From an optimization exercise on the open Yosys and OpenROAD flow, aimed at small area, a short achievable clock period and few clock cycles per item; shortcuts taken in it are not production practice. Only the layout flow was run in this run; the RTL was not checked for function there. No activity file was given, so power comes from the tool's default toggle rates.

--- design/flow/design.v ---
package cache_pkg;
  typedef logic [9-1:0]  addr_t;   
  typedef logic [8-1:0]  data_t;   
  typedef logic [2-1:0]   tag_t;    
  typedef logic [7-1:0] index_t;  
  typedef enum logic [2:0] {
    line_i = 3'b000,  
    line_s = 3'b001,  
    line_e = 3'b010,  
    line_o = 3'b011,  
    line_m = 3'b100   
  } moesi_e;
  typedef enum logic [2:0] {
    op_none      = 3'd0,
    op_cpu_read  = 3'd1,
    op_cpu_write = 3'd2,
    op_dir_inv   = 3'd3,  
    op_dir_gets  = 3'd4   
  } op_e;
endpackage
module moesi_cache_top
(
  input  logic  clk,
  input  logic  rst_n,
  input  logic  cpu_read_req,
  input  cache_pkg::addr_t cpu_read_addr,
  output logic  cpu_read_ack,
  output cache_pkg::data_t cpu_read_data,
  input  logic  cpu_write_req,
  input  cache_pkg::addr_t cpu_write_addr,
  input  cache_pkg::data_t cpu_write_data,
  output logic  cpu_write_ack,
  output logic  read_s,
  output logic  read_ex,
  output cache_pkg::addr_t cache_req_addr,
  output logic  write_back,
  output cache_pkg::tag_t  wb_tag,
  output cache_pkg::data_t wb_data,
  input  logic  read_s_ack,
  input  logic  read_ex_ack,
  input  cache_pkg::data_t mem_data,
  input  logic  shared,
  input  logic  inv_req,
  input  cache_pkg::addr_t inv_addr,
  output logic  inv_ack,
  input  logic  gets_req,
  input  cache_pkg::addr_t gets_addr,
  output logic  gets_ack,
  output cache_pkg::data_t owned_data
);
  localparam int N = 128;
  logic [N-1:0]       v_mem, d_mem, x_mem;
  cache_pkg::tag_t    tag_mem  [N];
  cache_pkg::data_t   data_mem [N];
  logic busy;       
  logic waiting;    
  logic op_rd, op_wr, op_inv, op_gets;
  cache_pkg::addr_t addr_q;
  cache_pkg::data_t wdata_q;
  logic l_v, l_d, l_x;
  cache_pkg::tag_t  l_tag;
  cache_pkg::data_t l_data;
  logic any_req;
  cache_pkg::addr_t sel_addr;
  assign any_req  = cpu_read_req | cpu_write_req | inv_req | gets_req;
  assign sel_addr = ({9{cpu_read_req}}  & cpu_read_addr)  |
                    ({9{cpu_write_req}} & cpu_write_addr) |
                    ({9{inv_req}}       & inv_addr)       |
                    ({9{gets_req}}      & gets_addr);
  cache_pkg::index_t sel_index;
  assign sel_index = sel_addr[7-1:0];
  always_ff @(posedge clk) begin
    if (!busy) begin
      op_rd   <= cpu_read_req;
      op_wr   <= cpu_write_req;
      op_inv  <= inv_req;
      op_gets <= gets_req;
      addr_q  <= sel_addr;
      wdata_q <= cpu_write_data;
      l_v     <= v_mem[sel_index];
      l_d     <= d_mem[sel_index];
      l_x     <= x_mem[sel_index];
      l_tag   <= tag_mem[sel_index];
      l_data  <= data_mem[sel_index];
    end
  end
  logic hit, look, need_dir, dir_ack, done;
  assign look     = busy & ~waiting;
  assign hit      = l_v & (l_tag == addr_q[8:7]);
  assign need_dir = (op_rd & ~hit) | (op_wr & ~(hit & l_x));
  assign dir_ack  = waiting & ((op_rd & read_s_ack) | (op_wr & read_ex_ack));
  assign done     = (look & ~need_dir) | dir_ack;
  always_ff @(posedge clk) begin
    if (!rst_n) begin
      busy    <= 1'b0;
      waiting <= 1'b0;
    end else if (!busy) begin
      busy    <= any_req;
    end else if (done) begin
      busy    <= 1'b0;
      waiting <= 1'b0;
    end else begin
      waiting <= 1'b1;
    end
  end
  logic st_we, td_we;
  logic v_n, d_n, x_n;
  cache_pkg::data_t data_n;
  assign st_we  = (look & hit & (op_inv | op_gets | (op_wr & l_x))) | dir_ack;
  assign td_we  = (look & hit & op_wr & l_x) | dir_ack;
  assign v_n    = ~op_inv;
  assign d_n    = op_wr | (op_gets & l_d);
  assign x_n    = op_wr | (op_rd & ~shared);
  assign data_n = op_wr ? wdata_q : mem_data;
  always_ff @(posedge clk) begin
    if (!rst_n) begin
      v_mem <= '0;
    end else if (st_we) begin
      v_mem[addr_q[6:0]] <= v_n;
    end
  end
  always_ff @(posedge clk) begin
    if (st_we) begin
      d_mem[addr_q[6:0]] <= d_n;
      x_mem[addr_q[6:0]] <= x_n;
    end
    if (td_we) begin
      tag_mem[addr_q[6:0]]  <= addr_q[8:7];
      data_mem[addr_q[6:0]] <= data_n;
    end
  end
  assign cpu_read_ack  = op_rd   & done;
  assign cpu_write_ack = op_wr   & done;
  assign inv_ack       = op_inv  & look;
  assign gets_ack      = op_gets & look;
  assign read_s         = busy & op_rd & need_dir;
  assign read_ex        = busy & op_wr & need_dir;
  assign write_back     = busy & (op_rd | op_wr) & l_v & ~hit;
  assign cache_req_addr = addr_q;
  assign wb_tag         = l_tag;
  assign cpu_read_data = waiting ? mem_data : l_data;
  assign owned_data    = (hit & l_d) ? l_data : '0;
  assign wb_data       = (op_inv & ~(hit & (l_d | l_x))) ? '0 : l_data;
endmodule
--- design/flow/run.sh ---
#!/bin/bash
# synth_recipe.tcl (not shown) runs the flow's synth.tcl, then flattens the netlist and writes it again
# the make line also repeats each setting of config.mk as NAME=value (left out here)
make -C /OpenROAD-flow-scripts/flow DESIGN_CONFIG=/design/flow/config.mk WORK_HOME=/design/flow/orfs CLKGATE_MAP_FILE= SYNTH_SCRIPT=/design/flow/synth_recipe.tcl finish
--- design/flow/config.mk ---
export PLATFORM = sky130hd
export DESIGN_NAME = moesi_cache_top
export DESIGN_NICKNAME = moesi_cache_top
export VERILOG_FILES = /design/flow/design.v
export SDC_FILE = /design/flow/constraint.sdc
export NUM_CORES = 4
export LEC_CHECK = 0
export CAP_MARGIN = 20
export CORE_MARGIN = 2
export CORE_UTILIZATION = 40
export SLEW_MARGIN = 20
--- design/flow/constraint.sdc ---
create_clock -name core_clock -period 7.0 [get_ports {clk}]
set_input_delay 1.4000 -clock core_clock [delete_from_list [all_inputs] [get_ports {clk}]]
set_output_delay 1.4000 -clock core_clock [all_outputs]
set_load 0.01 [all_outputs]
==> summary.txt <==
The flow ran to the end and the layout has no timing, DRC or antenna violations. The capturing element type of the critical path is a flip-flop. The worst path uses 78.72% of the clock period.

Post-CTS timing repair inserted 0 buffers for setup. For this run, the top clock speed supported by timing is 0.1815 GHz. The total wire length came out at 223.9 mm. Entering global routing, the biggest net connects 146 pins. After detailed routing, the average wire length per cell comes to 28.69 um. Measured on the finished design, the core utilization comes to 45.61%. In the routed design, unresolved DRC markers number 0.

The internal power of the cells totals 0.01746 W. In this run the clock root is driven by a sky130_fd_sc_hd__clkbuf_16. The area growth from synthesis to layout is 13.31%.

Initial antenna violation count: 13. The leading register cell type out of synthesis is sky130_fd_sc_hd__edfxtp_1. Setup violations remaining at the end of the flow were counted as 0. Counting flops with a built-in enable in the synthesized netlist gives 1570. The clock-pin slew on the worst setup and hold paths was 0.06 ns; the part of the Yosys area used for sequential elements was 69.19%.

In this run the mean area of a mapped cell was 13.72 sq um. TritonCTS built the clock tree. The switching share of power was 25.75%; the clock share of power was 39.4%.

Hold timing on the final database bottoms out at a slack of 0.4717 ns. The floorplan step defined a core boundary enclosing 178600 sq um. The number of synthesized register bits was 1700; the storage element area was 49750 sq um. Of the cells placed in the final design, the portion with a size suffix greater than 1 is 12.28%. The critical path goes through clkdlybuf4s50_1, a22o_4, nor2_4, inv_8, buf_4, buf_4, a211oi_1, a311o_1, a211oi_1, o41ai_1, nand4_1. Summed over all layers, the global routing overflow is 0. The clock period minus worst slack came out at 5.510 ns.

The finished layout holds 7803 standard cells, fillers aside. The logs give 71 for the count of cell types in the netlist and 323.0 mm for the first-pass GRT wire length. The power density relative to cell area is 288.5 nW/um^2, and the number of instances in the placed design is 7468.

Pin placement for this block handled 103 I/O pins. For the static leakage, the log shows 25.74 nW. The min-delay analysis places its worst path in the category flip-flop to flip-flop. Setup repair after global routing left no endpoint under its margin. For the reported net switching power, the log shows 0.006052 W. The tools report the all-layer global routing usage as 23.83%. Measured against its own limit, the worst slew margin works out to 12.33%. The logs give 5240 for the cell count after synthesis and 36.61% for the met2 usage. In this run, flip-flops and latches consume 49.6% of the power.

In this run the most used layer during global routing was met2. The initial utilization of the core area, before any placement, comes to 40.25%. At the pin with the least slew margin, the transition time is 1.305 ns. The synthesized netlist occupies a cell area of 71900 sq um. Post-cts repair resize count: 0. For the number of buffers inserted during clock tree synthesis, the log shows 176.

The count of buffers added on input and output ports is 102. The floorplan step defined a die boundary enclosing 183200 sq um. The clock net in this run drives a total of 1700 sinks. Summed over all failing endpoints, the final setup total negative slack is 0 ns. The power share of the combinational group is 11.0%, and the number of synthesis warnings is 1.

The peak per-stage delay on the critical path is 0.75 ns, and the critical path arrival is 5.97 ns. STA classifies the critical path startpoint as an input pin. Global routing used 32.34% of the available met1 tracks. Counting every net in the synthesized netlist gives 5304. Setup slack on the worst reg-to-reg path comes out at 2.56 ns. The later pin in the worst-skew pair is clocked with a latency of 0.83 ns.

The logs give 6402 for the number of violations reported at the end of detailed-routing iteration 0 and 5359 for the final layout net count. The H-tree was split into 4 levels. The worst path buffer plus inverter count was 4; the largest driver fanout on the critical path was 54. In this run the remaining antenna-violating nets after routing total 0.

Standard-cell row count: 155. The die is 428.0 um wide. The run gives 136.0 mm as the half-perimeter wire length after detailed placement. In this design, the largest share of critical-path delay is due to compound AO/OA/AOI/OAI gates. In this run the vertical extent of the chip is 428.0 um.

The maximum buffer depth of the clock tree is 3, and the count of filler cells inserted in the layout is 15580. After clock tree synthesis, the flow added hold-fix buffers numbering 0. For this run, asynchronously set or reset flops after synthesis account for 0%. After detailed routing, the number of vias per cell comes to 6.099. Max-cap violations in this run came to 0. The global placement routability congestion is 0.8908, and the required time reported for the critical path endpoint is 7.46 ns.

The number of global-route vias before repair came out at 45100. Among all stages on the critical path, the largest delay is contributed by sky130_fd_sc_hd__o41ai_1. The number of hold violations in the final report was 0; the area of combinational cells with multiple inputs was 20510 sq um.

The first TritonRoute pass finished after 8 iterations. The run gives 47590 as the total number of vias. The final-report max-slew violation count is 0, and the setup skew after layout is 0.04341 ns. The critical path is of the input pin to flip-flop type. Global routing used 4.908% of the available met3 tracks. The worst supply voltage drop on vdd came out at 0.2658 mV.
==> cells by family after synthesis <==
family | count (synthesis) | share of synthesized area [%]
simple gates | 1511 | 9.594
compound gates | 1129 | 10.04
mux | 486 | 8.351
fa+ha+maj | 3 | 0.05221
flops | 1700 | 69.19
xor+xnor | 5 | 0.06090
buf+inv | 406 | 2.711
==> layout by cell type, fill, tap and decap left out, types with 83 or more instances in the layout <==
cell type,n
sky130_fd_sc_hd__nand3_1,267
sky130_fd_sc_hd__nand2_1,612
sky130_fd_sc_hd__clkdlybuf4s50_1,102
sky130_fd_sc_hd__buf_4,150
sky130_fd_sc_hd__clkbuf_16,178
sky130_fd_sc_hd__nor2_1,265
sky130_fd_sc_hd__o21ai_0,421
sky130_fd_sc_hd__a21oi_1,196
sky130_fd_sc_hd__mux2i_1,322
sky130_fd_sc_hd__dfxtp_1,130
sky130_fd_sc_hd__and3_1,103
sky130_fd_sc_hd__o22ai_1,101
sky130_fd_sc_hd__nand4_1,96
sky130_fd_sc_hd__mux4_2,83
sky130_fd_sc_hd__edfxtp_1,1570
==> cells in the mapped netlist (all sizes together) (4+ instances only) <==
library cell  number  area (sq um)
a2111oi           46         402.9
a211oi            32         257.8
a21oi            199         996.0
a221o             12         120.1
a221oi             8         70.07
a22o              13         131.4
a22oi             28         239.0
a311o             20         200.2
a311oi            69         604.3
a31oi             33         206.5
a32oi             81         709.4
and2              16         100.1
and3             103         644.4
and4               6         52.55
buf              165          1045
clkbuf           229         859.6
dfxtp            130          2603
edfxtp          1570         47150
inv               12         45.05
mux2              81         912.1
mux2i            322          3223
mux4              83          1869
nand2            618          2320
nand2b            12         75.07
nand3            270          1366
nand4             96         600.6
nor2             306          1179
nor2b             10         62.56
nor3              23         115.1
nor4               6         37.54
o211ai             9         67.56
o21ai            426          2132
o22ai            102         638.1
o31ai              4         30.03
o41ai             29         254.0
or2                4         25.03
or3                6         37.54
or4               26         195.2
or4b               8         80.08
xnor2              4         35.03
==> worst paths after layout <==
kind | cells after the start | startpoint | end
min | 2 | v_mem[37] | v_mem[37]
max | 11 | cpu_write_req | l_v
min reg2reg | 2 | v_mem[37] | v_mem[37]
max reg2reg | 8 | addr_q[0] | d_mem[86]
==> area by class of cell <==
| cell class | count | area share, % |
|---|---|---|
| flip-flops and latches | 1700 | 61.06 |
| clock inverters | 102 | 1.210 |
| repair buffers | 271 | 3.091 |
| well taps | 2355 | 3.617 |
| inverters | 12 | 0.08600 |
| diodes | 2 | 0.006143 |
| clock buffers | 227 | 5.754 |
| multi-input cells | 3134 | 25.18 |
==> per-stage QoR <==
stage          cell area (sq um)  power [W]  setup WS, ns
3_5_place_dp               75730    0.01441        0.7341
2_1_floorplan              71900    0.01323         1.483
6_report                   81470    0.02351         1.490
3_3_place_gp               75680    0.01437        0.8219
4_1_cts                    81400    0.02356         1.616
5_1_grt                    81470    0.02414         1.416
==> power by group through the flow <==
stage	logic (W)	clock network, W	registers [W]
final	0.00259	0.00927	0.0116
after global routing	0.00271	0.00977	0.0117
after CTS	0.00255	0.00936	0.0116
after detailed placement	0.00255	0	0.0119
after global placement	0.00252	0	0.0119
after floorplan	0.00142	0	0.0118
==> tightest hold or removal path: stages, from the launching register on <==
cell,delay (ns)
sky130_fd_sc_hd__dfxtp_1,0.30
sky130_fd_sc_hd__o21ai_0,0.06
sky130_fd_sc_hd__a21oi_1,0.06
==> sequential cells by signal (all words and copies together), names as in the netlist <==
signal	count
waiting	1
l_v	1
x_mem	128
op_wr	1
v_mem	128
op_gets	1
op_rd	1
l_data	8
l_d	1
d_mem	128
l_tag	2
l_x	1
data_mem	1024
busy	1
tag_mem	256
op_inv	1
addr_q	9
wdata_q	8
==> layer usage <==
layer / wire length, um / vias up / part of all wire, %
li1: - / 20570 / -
met1: 89710 / 23980 / 40
met5: 23 / - / 0.010
met2: 102000 / 2543 / 46
met4: 11470 / 4 / 5.1
met3: 20680 / 488 / 9.2

-- re-timing with driven ports --
The results above use ideal ports. As a check the final layout listed here was re-extracted and re-timed, cells and wires unchanged.
Step 1 assumes that a clkbuf_16 drives the clock port and a buf_2 every other input.
Step 2 adds t to the input delays and takes it off the output delays; t is the mean of the earliest and latest rising clock arrival at the registers after step 1. Input paths then give back, and output paths get back, about the clock's delay inside the block.
Three values: ideal, step 1, step 2; two values: the first two.
shift t [ns]: 0.889
slack for setup (ns): 1.490 / 1.552 / 0.663
hold WS [ns]: 0.472 / 0.472 / 0.472
worst setup path after step 2: input to register
slew at the worst register clock pin (ns): 0.07 / 0.07
After both steps this run still meets setup and hold. For this run, drivers alone change the setup slack by +0.062 ns; drivers and shift together by -0.827 ns.
